This is an optimization exercise on Yosys and OpenROAD, whose aim is small area and a short achievable clock period, not a production implementation.
Function was checked by simulation only, so behaviour that the tests miss may differ from the original.
Power is estimated from default activity; no workload was simulated.

--- design/flow/design.v ---
package cam_pixel_pkg;
   typedef struct packed {
      logic [8-1:0] b;
      logic [8-1:0] g;
      logic [8-1:0] r;
   } rgb_pixel_t;
   typedef struct packed {
      rgb_pixel_t p1;
      rgb_pixel_t p0;
   } pixel_pair_t;
   typedef struct packed {
      logic        vsync;
      logic        valid;
      pixel_pair_t pair;
   } cam_in_t;
endpackage
package cam_dma_pkg;
   localparam int unsigned BEAT_CNT_W = $clog2(16);
   localparam int unsigned DBG_CNT_W = 32;
   typedef logic [3*8-1:0] dma_pixel_t;
   typedef struct packed {
      dma_pixel_t p1;
      dma_pixel_t p0;
   } fifo_word_t;
   typedef struct packed {
      logic [7:0]                pad1;
      dma_pixel_t p1;
      logic [7:0]                pad0;
      dma_pixel_t p0;
   } dma_beat_t;
   typedef struct packed {
      logic fifo_empty;
      logic dma_write;
      logic dma_wready;
   } dma_status_t;
endpackage
`timescale 1ns/1ps
module cam_frame_packer (
   input  logic                    i_mipi_pclk,
   input  logic                    i_rst_n,
   input  cam_pixel_pkg::cam_in_t  i_cam,
   input  logic                    i_trigger_capture,
   input  logic                    i_continuous_capture,
   input  logic                    i_rgb_gray,
   output logic                    o_fifo_wr,
   output cam_dma_pkg::fifo_word_t o_fifo_wdata,
   output logic                    o_frame_start
);
   logic                      trig_r1;
   logic                      trig_r2;
   logic                      trig_r3;
   logic                      trig_rise;
   logic                      trig_hold;
   logic                      cont_r1;
   logic                      cont_r2;
   logic                      cont_hold;
   logic                      gray_r1;
   logic                      gray_sync;
   logic                      vs_q;
   logic                      vs_fall;
   logic                      capture;
   logic [2*3*8-1:0] pix_in;
   logic [2*3*8-1:0] pix_out;
   function automatic cam_pixel_pkg::rgb_pixel_t to_gray(cam_pixel_pkg::rgb_pixel_t px);
      logic [8+7:0] sum;
      logic [8-1:0] y;
      sum = px.r * 8'd77 + px.g * 8'd150 + px.b * 8'd29;
      y   = sum[8+7:8];
      to_gray = {y, y, y};
   endfunction
   always_ff @(posedge i_mipi_pclk) begin
      if (!i_rst_n) begin
         trig_r1   <= 1'b0;
         trig_r2   <= 1'b0;
         trig_r3   <= 1'b0;
         cont_r1   <= 1'b0;
         cont_r2   <= 1'b0;
         gray_r1   <= 1'b0;
         gray_sync <= 1'b0;
         vs_q      <= 1'b0;
      end else begin
         trig_r1   <= i_trigger_capture;
         trig_r2   <= trig_r1;
         trig_r3   <= trig_r2;
         cont_r1   <= i_continuous_capture;
         cont_r2   <= cont_r1;
         gray_r1   <= i_rgb_gray;
         gray_sync <= gray_r1;
         vs_q      <= i_cam.vsync;
      end
   end
   assign trig_rise = trig_r2 & ~trig_r3;
   assign vs_fall   = vs_q & ~i_cam.vsync;
   always_ff @(posedge i_mipi_pclk) begin
      if (!i_rst_n) begin
         trig_hold <= 1'b0;
         cont_hold <= 1'b0;
         capture   <= 1'b0;
      end else begin
         if (trig_rise) begin
            trig_hold <= 1'b1;
         end else if (o_fifo_wr) begin
            trig_hold <= 1'b0;
         end
         if (cont_r2) begin
            cont_hold <= 1'b1;
         end
         if (vs_fall) begin
            capture <= trig_hold | cont_hold;
         end
      end
   end
   assign pix_in = i_cam.pair;
   always_comb begin
      for (int i = 0; i < 2; i++) begin
         pix_out[i*3*8 +: 3*8] = gray_sync ? to_gray(pix_in[i*3*8 +: 3*8])
                                                                     : pix_in[i*3*8 +: 3*8];
      end
   end
   always_ff @(posedge i_mipi_pclk) begin
      if (!i_rst_n) begin
         o_fifo_wr     <= 1'b0;
         o_frame_start <= 1'b0;
      end else begin
         o_fifo_wr     <= capture & i_cam.valid;
         o_frame_start <= vs_fall;
      end
   end
   always_ff @(posedge i_mipi_pclk) begin
      o_fifo_wdata <= pix_out;
   end
endmodule
`timescale 1ns/1ps
module cam_dma_fifo (
   input  logic                    i_mipi_pclk,
   input  logic                    i_rst_n,
   input  logic                    i_wr,
   input  cam_dma_pkg::fifo_word_t i_wdata,
   input  logic                    i_rd,
   output cam_dma_pkg::fifo_word_t o_rdata,
   output logic                    o_empty,
   output logic                    o_overflow
);
   localparam int unsigned AW = $clog2(64);
   logic [6*8-1:0] mem [0:64-1];
   logic [AW-1:0] wr_ptr;
   logic [AW-1:0] rd_ptr;
   logic [AW:0]   count;
   logic          full;
   logic          wr_en;
   logic          rd_en;
   assign full    = (count == (AW+1)'(64));
   assign o_empty = (count == '0);
   assign wr_en   = i_wr & ~full;
   assign rd_en   = i_rd & ~o_empty;
   assign o_rdata = mem[rd_ptr];
   always_ff @(posedge i_mipi_pclk) begin
      if (wr_en) begin
         mem[wr_ptr] <= i_wdata;
      end
   end
   always_ff @(posedge i_mipi_pclk) begin
      if (!i_rst_n) begin
         wr_ptr     <= '0;
         rd_ptr     <= '0;
         count      <= '0;
         o_overflow <= 1'b0;
      end else begin
         if (wr_en) begin
            wr_ptr <= wr_ptr + 1'b1;
         end
         if (rd_en) begin
            rd_ptr <= rd_ptr + 1'b1;
         end
         case ({wr_en, rd_en})
            2'b10:   count <= count + 1'b1;
            2'b01:   count <= count - 1'b1;
            default: count <= count;
         endcase
         if (i_wr && full) begin
            o_overflow <= 1'b1;
         end
      end
   end
endmodule
`timescale 1ns/1ps
module cam_dma_writer (
   input  logic                              i_mipi_pclk,
   input  logic                              i_rst_n,
   input  logic                              i_dma_init_done,
   input  logic                              i_dma_wready,
   input  cam_dma_pkg::fifo_word_t           i_fifo_rdata,
   input  logic                              i_fifo_empty,
   input  logic                              i_fifo_wr,
   output logic                              o_fifo_rd,
   output logic                              o_dma_wvalid,
   output logic                              o_dma_wlast,
   output cam_dma_pkg::dma_beat_t            o_dma_wdata,
   output cam_dma_pkg::dma_status_t          o_status,
   output logic [cam_dma_pkg::DBG_CNT_W-1:0] o_wcount,
   output logic [cam_dma_pkg::DBG_CNT_W-1:0] o_rcount
);
   localparam int unsigned BEAT_CNT_W = cam_dma_pkg::BEAT_CNT_W;
   localparam logic [BEAT_CNT_W-1:0] LAST_BEAT = BEAT_CNT_W'(16 - 1);
   logic                  init_r1;
   logic                  init_r2;
   logic                  init_r3;
   logic                  init_rise;
   logic                  dma_write;
   logic [BEAT_CNT_W-1:0] beat_cnt;
   logic                  end_of_burst;
   assign init_rise = init_r2 & ~init_r3;
   assign o_fifo_rd    = dma_write & i_dma_wready & ~i_fifo_empty;
   assign o_dma_wvalid = o_fifo_rd;
   assign end_of_burst = (beat_cnt == LAST_BEAT);
   assign o_dma_wlast  = o_dma_wvalid & end_of_burst;
   assign o_dma_wdata = {8'd0, i_fifo_rdata.p1, 8'd0, i_fifo_rdata.p0};
   assign o_status = {i_fifo_empty, dma_write, i_dma_wready};
   always_ff @(posedge i_mipi_pclk) begin
      if (!i_rst_n) begin
         init_r1   <= 1'b0;
         init_r2   <= 1'b0;
         init_r3   <= 1'b0;
         dma_write <= 1'b0;
         beat_cnt  <= '0;
      end else begin
         init_r1 <= i_dma_init_done;
         init_r2 <= init_r1;
         init_r3 <= init_r2;
         if (init_rise) begin
            dma_write <= 1'b1;
         end else if (o_dma_wlast) begin
            dma_write <= 1'b0;
         end
         if (o_dma_wvalid) begin
            beat_cnt <= end_of_burst ? '0 : beat_cnt + 1'b1;
         end
      end
   end
   always_ff @(posedge i_mipi_pclk) begin
      if (!i_rst_n) begin
         o_wcount <= '0;
         o_rcount <= '0;
      end else begin
         if (i_fifo_wr) begin
            o_wcount <= o_wcount + 1'b1;
         end
         if (o_dma_wvalid) begin
            o_rcount <= o_rcount + 1'b1;
         end
      end
   end
endmodule
`timescale 1ns/1ps
module cam_capture_top (
   input  logic                              i_mipi_pclk,
   input  logic                              i_rst_n,
   input  cam_pixel_pkg::cam_in_t            i_cam,
   input  logic                              i_trigger_capture,
   input  logic                              i_continuous_capture,
   input  logic                              i_rgb_gray,
   input  logic                              i_dma_init_done,
   input  logic                              i_dma_wready,
   output logic                              o_dma_wvalid,
   output logic                              o_dma_wlast,
   output cam_dma_pkg::dma_beat_t            o_dma_wdata,
   output logic                              o_frame_start,
   output logic                              o_fifo_overflow,
   output logic [31:0]                       o_dma_status,
   output logic [cam_dma_pkg::DBG_CNT_W-1:0] o_dbg_wcount,
   output logic [cam_dma_pkg::DBG_CNT_W-1:0] o_dbg_rcount
);
   logic        fifo_wr;
   cam_dma_pkg::fifo_word_t  fifo_wdata;
   logic        fifo_rd;
   cam_dma_pkg::fifo_word_t  fifo_rdata;
   logic        fifo_empty;
   cam_dma_pkg::dma_status_t dma_status;
   assign o_dma_status = {29'd0, dma_status};
   cam_frame_packer u_packer (
      .i_mipi_pclk          (i_mipi_pclk),
      .i_rst_n              (i_rst_n),
      .i_cam                (i_cam),
      .i_trigger_capture    (i_trigger_capture),
      .i_continuous_capture (i_continuous_capture),
      .i_rgb_gray           (i_rgb_gray),
      .o_fifo_wr            (fifo_wr),
      .o_fifo_wdata         (fifo_wdata),
      .o_frame_start        (o_frame_start)
   );
   cam_dma_fifo u_fifo (
      .i_mipi_pclk (i_mipi_pclk),
      .i_rst_n     (i_rst_n),
      .i_wr        (fifo_wr),
      .i_wdata     (fifo_wdata),
      .i_rd        (fifo_rd),
      .o_rdata     (fifo_rdata),
      .o_empty     (fifo_empty),
      .o_overflow  (o_fifo_overflow)
   );
   cam_dma_writer u_writer (
      .i_mipi_pclk     (i_mipi_pclk),
      .i_rst_n         (i_rst_n),
      .i_dma_init_done (i_dma_init_done),
      .i_dma_wready    (i_dma_wready),
      .i_fifo_rdata    (fifo_rdata),
      .i_fifo_empty    (fifo_empty),
      .i_fifo_wr       (fifo_wr),
      .o_fifo_rd       (fifo_rd),
      .o_dma_wvalid    (o_dma_wvalid),
      .o_dma_wlast     (o_dma_wlast),
      .o_dma_wdata     (o_dma_wdata),
      .o_status        (dma_status),
      .o_wcount        (o_dbg_wcount),
      .o_rcount        (o_dbg_rcount)
   );
endmodule
--- design/flow/run.sh ---
#!/bin/bash
# synth_recipe.tcl (not shown) runs the flow's synth.tcl, then flattens the netlist and writes it again
# the make line also repeats each setting of config.mk as NAME=value (left out here)
make -C /OpenROAD-flow-scripts/flow DESIGN_CONFIG=/design/flow/config.mk WORK_HOME=/design/flow/orfs CLKGATE_MAP_FILE= SYNTH_SCRIPT=/design/flow/synth_recipe.tcl finish
--- design/flow/config.mk ---
export PLATFORM = sky130hd
export DESIGN_NAME = cam_capture_top
export DESIGN_NICKNAME = cam_capture_top
export VERILOG_FILES = /design/flow/design.v
export SDC_FILE = /design/flow/constraint.sdc
export NUM_CORES = 4
export LEC_CHECK = 0
export CAP_MARGIN = 20
export CORE_MARGIN = 2
export CORE_UTILIZATION = 40
export SLEW_MARGIN = 20
--- design/flow/constraint.sdc ---
create_clock -name core_clock -period 5.8 [get_ports {i_mipi_pclk}]
set_input_delay 1.1600 -clock core_clock [delete_from_list [all_inputs] [get_ports {i_mipi_pclk}]]
set_output_delay 1.1600 -clock core_clock [all_outputs]
set_load 0.01 [all_outputs]
==> summary.txt <==
[worst max-delay path: cells and delay by family]
kind | cells | cell delay [ns]
AO/OA/AOI/OAI | 8 | 1.36
XOR/XNOR | 2 | 0.39
buffers and inverters | 6 | 0.77
multiplexers | 1 | 0.10
adder cells (fa/ha/maj) | 7 | 2.40
AND/OR/NAND/NOR | 1 | 0.14
[metal layers]
| layer | up-vias | track usage (%) |
|---|---|---|
| met2 | 2761 | 36.40 |
| met1 | 35620 | 29.59 |
| met3 | 513 | 2.879 |
| met4 | 4 | 5.576 |
| met5 | - | 0 |
| li1 | 26040 | - |
[worst paths after layout]
path / start / depth (start not counted) / slack, ns / end
worst min-delay path: u_writer.init_r2$_SDFF_PN0_ / 1 / 0.42 / u_writer.init_r3$_SDFF_PN0_
worst max register to register: u_fifo.count[0]$_SDFFE_PN0P_ / 8 / 1.64 / u_fifo.mem[34][44]$_DFFE_PP_
worst max-delay path: i_cam[27] / 25 / 0.20 / u_packer.o_fifo_wdata[47]$_DFF_P_
worst min register to register: u_writer.init_r2$_SDFF_PN0_ / 1 / 0.42 / u_writer.init_r3$_SDFF_PN0_
[state kept, by name, summed over array words and instances (netlist names), 4 cells and up, named ones only]
name,cells
u_fifo.mem,3072
u_packer.o_fifo_wdata,48
u_writer.o_rcount,32
u_writer.o_wcount,32
u_fifo.count,7
u_fifo.rd_ptr,6
u_fifo.wr_ptr,6
u_writer.beat_cnt,4
[power by group through the flow]
stage               logic (uW)  clock network [uW]  registers [uW]
finish                    8130               20400           30400
global route              9050               21600           30600
floorplan                 4000                   0           30600
CTS                       7850               20700           30400
global placement          7540                   0           30800
detailed placement        7810                   0           30900
[metrics by stage]
step | cells | area, um2
after floorplan | 5993 | 130400
after global placement | 10650 | 140900
after detailed placement | 10650 | 141000
after CTS | 11240 | 151200
after global routing | 11240 | 151600
final | 11240 | 151600
[placed cells by master, fill, tap and decap left out, types with 43 or more instances in the layout]
master and n:
sky130_fd_sc_hd__a21oi_1 61, sky130_fd_sc_hd__xnor2_1 75, sky130_fd_sc_hd__xor2_1 48, sky130_fd_sc_hd__mux4_2 994
sky130_fd_sc_hd__clkbuf_1 85, sky130_fd_sc_hd__buf_12 71, sky130_fd_sc_hd__fa_1 77, sky130_fd_sc_hd__buf_4 404
sky130_fd_sc_hd__nor2_1 49, sky130_fd_sc_hd__conb_1 45, sky130_fd_sc_hd__clkinv_1 65, sky130_fd_sc_hd__and2_1 81
sky130_fd_sc_hd__clkdlybuf4s50_1 161, sky130_fd_sc_hd__nand2_1 78, sky130_fd_sc_hd__clkbuf_16 331, sky130_fd_sc_hd__dfxtp_1 111
sky130_fd_sc_hd__nand3_1 43, sky130_fd_sc_hd__ha_1 224, sky130_fd_sc_hd__inv_1 200, sky130_fd_sc_hd__edfxtp_1 3072
sky130_fd_sc_hd__nor2_4 64, sky130_fd_sc_hd__o21ai_0 64
[timing repair]
item	4_1_cts	5_1_grt
resized for setup	0	59
pin swaps	0	23
setup buffers	5	1
setup endpoints to repair	17	29
[kinds of logic after synthesis]
| kind of cell | Yosys count | share of synthesized area (%) |
|---|---|---|
| XOR/XNOR | 128 | 0.8616 |
| other | 1 | 0.002882 |
| adder cells (fa/ha/maj) | 314 | 3.464 |
| flip-flops | 3231 | 73.35 |
| AO/OA/AOI/OAI | 276 | 1.338 |
| buffers and inverters | 517 | 1.745 |
| AND/OR/NAND/NOR | 457 | 1.794 |
| multiplexers | 1025 | 17.45 |
[cell type report]
type,count,area share (%)
sequential,3231,63.04
multi-input combinational,2245,22.04
clock buffer,426,5.765
timing repair buffer,650,4.112
tap,4325,3.569
clock inverter,153,0.9516
inverter,208,0.5150
antenna,5,0.008253
==> flow_results.org <==
** Detailed routing
- Drc violations :: 0
- Detailed routing inserted a total of 64,930 vias.
- Total met2 wirelength after detailed routing :: 180.4 mm
- In this run the remaining antenna-violating nets after routing total 0.
- After the first detailed-routing iteration, the DRC count stood at 8,087.
- Met3 wirelength from detailed routing :: 25.52 mm
- In this run the top signal layer used is met5.
- The final layout contains routed wiring with a total length of 359.6 mm.
- In the final routed layout, each cell accounts on average for around 32 um.
- The first TritonRoute pass finished after 5 iterations.
- Using the TritonRoute via totals, the vias-per-cell ratio works out to 5.776.
- In the final routing, the length of wire on met1 measures ~140 mm.

** Synthesis
- In this run, synthesis inferred 3,072 flip-flops with an integrated enable.
- Synth Area per Inst :: between 20 and 25 um2
- Leading cell type by number of instances after synthesis :: sky130_fd_sc_hd__edfxtp_1
- The mapped netlist covers 0.1301 mm2.
- Cells after Synth :: 5,949
- In the synthesized netlist the async set-or-reset flop fraction comes to 0%.
- The synthesized design devotes to its leading area cell type 70.90% of total area.
- Flop and latch count out of synthesis :: 3,231
- Seq/Total Area, Yosys :: approximately 73%
- Cells taking the most area after synthesis :: sky130_fd_sc_hd__edfxtp_1, sky130_fd_sc_hd__mux4_2, sky130_fd_sc_hd__dfxtp_1
- Netlist cell types :: 60
- Commonest cells in the synthesized netlist :: sky130_fd_sc_hd__edfxtp_1, sky130_fd_sc_hd__mux4_2, sky130_fd_sc_hd__ha_1
- Of all cell types, the one taking the most synthesized area is sky130_fd_sc_hd__edfxtp_1.
- Among all flip-flop cells after synthesis, the most frequent one is sky130_fd_sc_hd__edfxtp_1.
- Yosys printed 3 warnings.

** STA
- Layout Skew :: between 0.06 and 0.07 ns
- Across all setup checks in the final design, the least slack found is 0.1952 ns.
- Static timing analysis puts the maximum clock frequency at between 150 and 200 MHz.
- Setup violation total in the final timing report :: 0
- Adding up every negative setup slack in the final design gives 0 ns.
- Measured slew at the worst slew-check pin :: about 1.2 ns
- The worst pin sits at a relative slew slack of 20.77%.
- The final count of pins violating max slew is 0.
- WHS :: about 0.42 ns
- Min Clock Period, post-route :: 5.605 ns
- Share of the clock period used by the worst path :: 96.63%
- Final-report hold violation count :: 0

** Critical path
- Critical path capture point type :: flop
- Library cell contributing the largest single delay on the critical path :: sky130_fd_sc_hd__fa_1
- By instance count, the cell type seen most on the critical path is sky130_fd_sc_hd__ha_1.
- Category of the worst setup path launch point :: input port
- Critical-path maximum fanout :: 3
- STA puts the critical path data arrival time at 6.32 ns.
- Kind of critical path :: in -> reg
- On the worst path, the slowest cell contributes a delay of 0.55 ns.
- CP Data Required Time :: 6.52 ns

** Placed design
- OpenSTA, run right after detailed placement, puts the worst setup slack at -0.8880 ns.
- Last weighted congestion value of the routability-driven placer :: 0.7906
- Once detailed placement completed, the half-perimeter wirelength came to 198.5 mm.
- Number of port buffers :: 175

** Global routing
- The first global-routing pass estimated approximately 500 mm of wire.
- The via count of the first global-routing pass was 64,910.
- Initial antenna violation count :: 9
- Entering global routing, the biggest net connects 110 pins.
- Total congestion overflow :: 0
- Total global routing track utilization :: 21.56%

** Pwr
- Sequential share of power :: 51.6%
- In this run, the clock network consumes between 30% and 40% of the power.
- Largest vdd supply drop :: 0.4194 mV
- Power density over the cells :: 388.3 mW/mm2
- Fraction of power spent switching nets :: 25.36%
- Internal cell power :: 43,940 uW
- Total power for the finished layout comes to ~60,000 uW.
- Leakage power figure :: 0.04795 uW
- Combinational fraction of design power :: 13.8%
- Power spent charging and discharging nets :: 14,930 uW

** Run
- Across the run, the number of max-cap violations was 0.

** Clock network
- Buffers from clock root to sink, at most :: 4
- Clock Root Buffer :: sky130_fd_sc_hd__clkbuf_16
- The later pin in the worst-skew pair is clocked with a latency of 0.88 ns.
- Clock tree synthesis inserted a total of 324 buffers.
- Number of hold buffers added after CTS :: 0
- Clock-pin slew was measured on the worst setup and hold paths at roughly 0.060 ns.
- TritonCTS built the clock tree.
- In this run the number of H-tree levels came out at 5.
- Sinks on the clock net :: 3,231

** Floorplan
- Std-Cell Rows :: 209
- From left edge to right edge, the die measures 574.3 um.
- Measured along the y axis, the die boundary spans 574.3 um.
- DIE AREA :: 0.3299 mm2
- For this configuration, the core starts out at a cell density of around two fifths.
- The core region is 0.3240 mm2.
- I/O Pins :: 221

** Status
- The flow ran to the end and the layout has no timing, DRC or antenna violations.

** Cells and area
- Fraction of layout cells with a size suffix above 1 :: 30.02%
- Post-layout utilization of the core :: a little under half
- Register area :: 0.09557 mm2
- The area growth from synthesis to layout is 16.52%.
- Net count, final :: around 7,000
- Multi-input combinational cell area :: 0.03342 mm2
- Counting the fill cells in the layout gives 26,530.

** Min path
- Path type of the worst min-delay path :: reg -> reg

## static timing again, ports no longer ideal
The flow's constraints put no driver on any port. The routed layout listed below was extracted and timed again, unchanged, in two steps. Step 1 (the two cells are an assumption about what drives the block):
set clk [get_ports {i_mipi_pclk}]
set_driving_cell -lib_cell sky130_fd_sc_hd__clkbuf_16 $clk
set_driving_cell -lib_cell sky130_fd_sc_hd__buf_2 [delete_from_list [all_inputs] $clk]
Step 2 also shifts input and output timing later by t, the mid clock arrival at the registers, as if the neighbouring blocks saw the same clock. Slacks: ideal / step 1 / step 2; pairs: ideal / step 1.
t, ns: 0.943
setup slack, ns: 0.195 / 0.171 / -0.673
latest minus earliest clock arrival (ns): 0.070 / 0.070
pins driven straight from the clock port: 1
With both steps, setup timing fails in this run, where it was met with ideal ports. For this run, drivers alone change the setup slack by -0.024 ns; drivers and shift together by -0.868 ns.
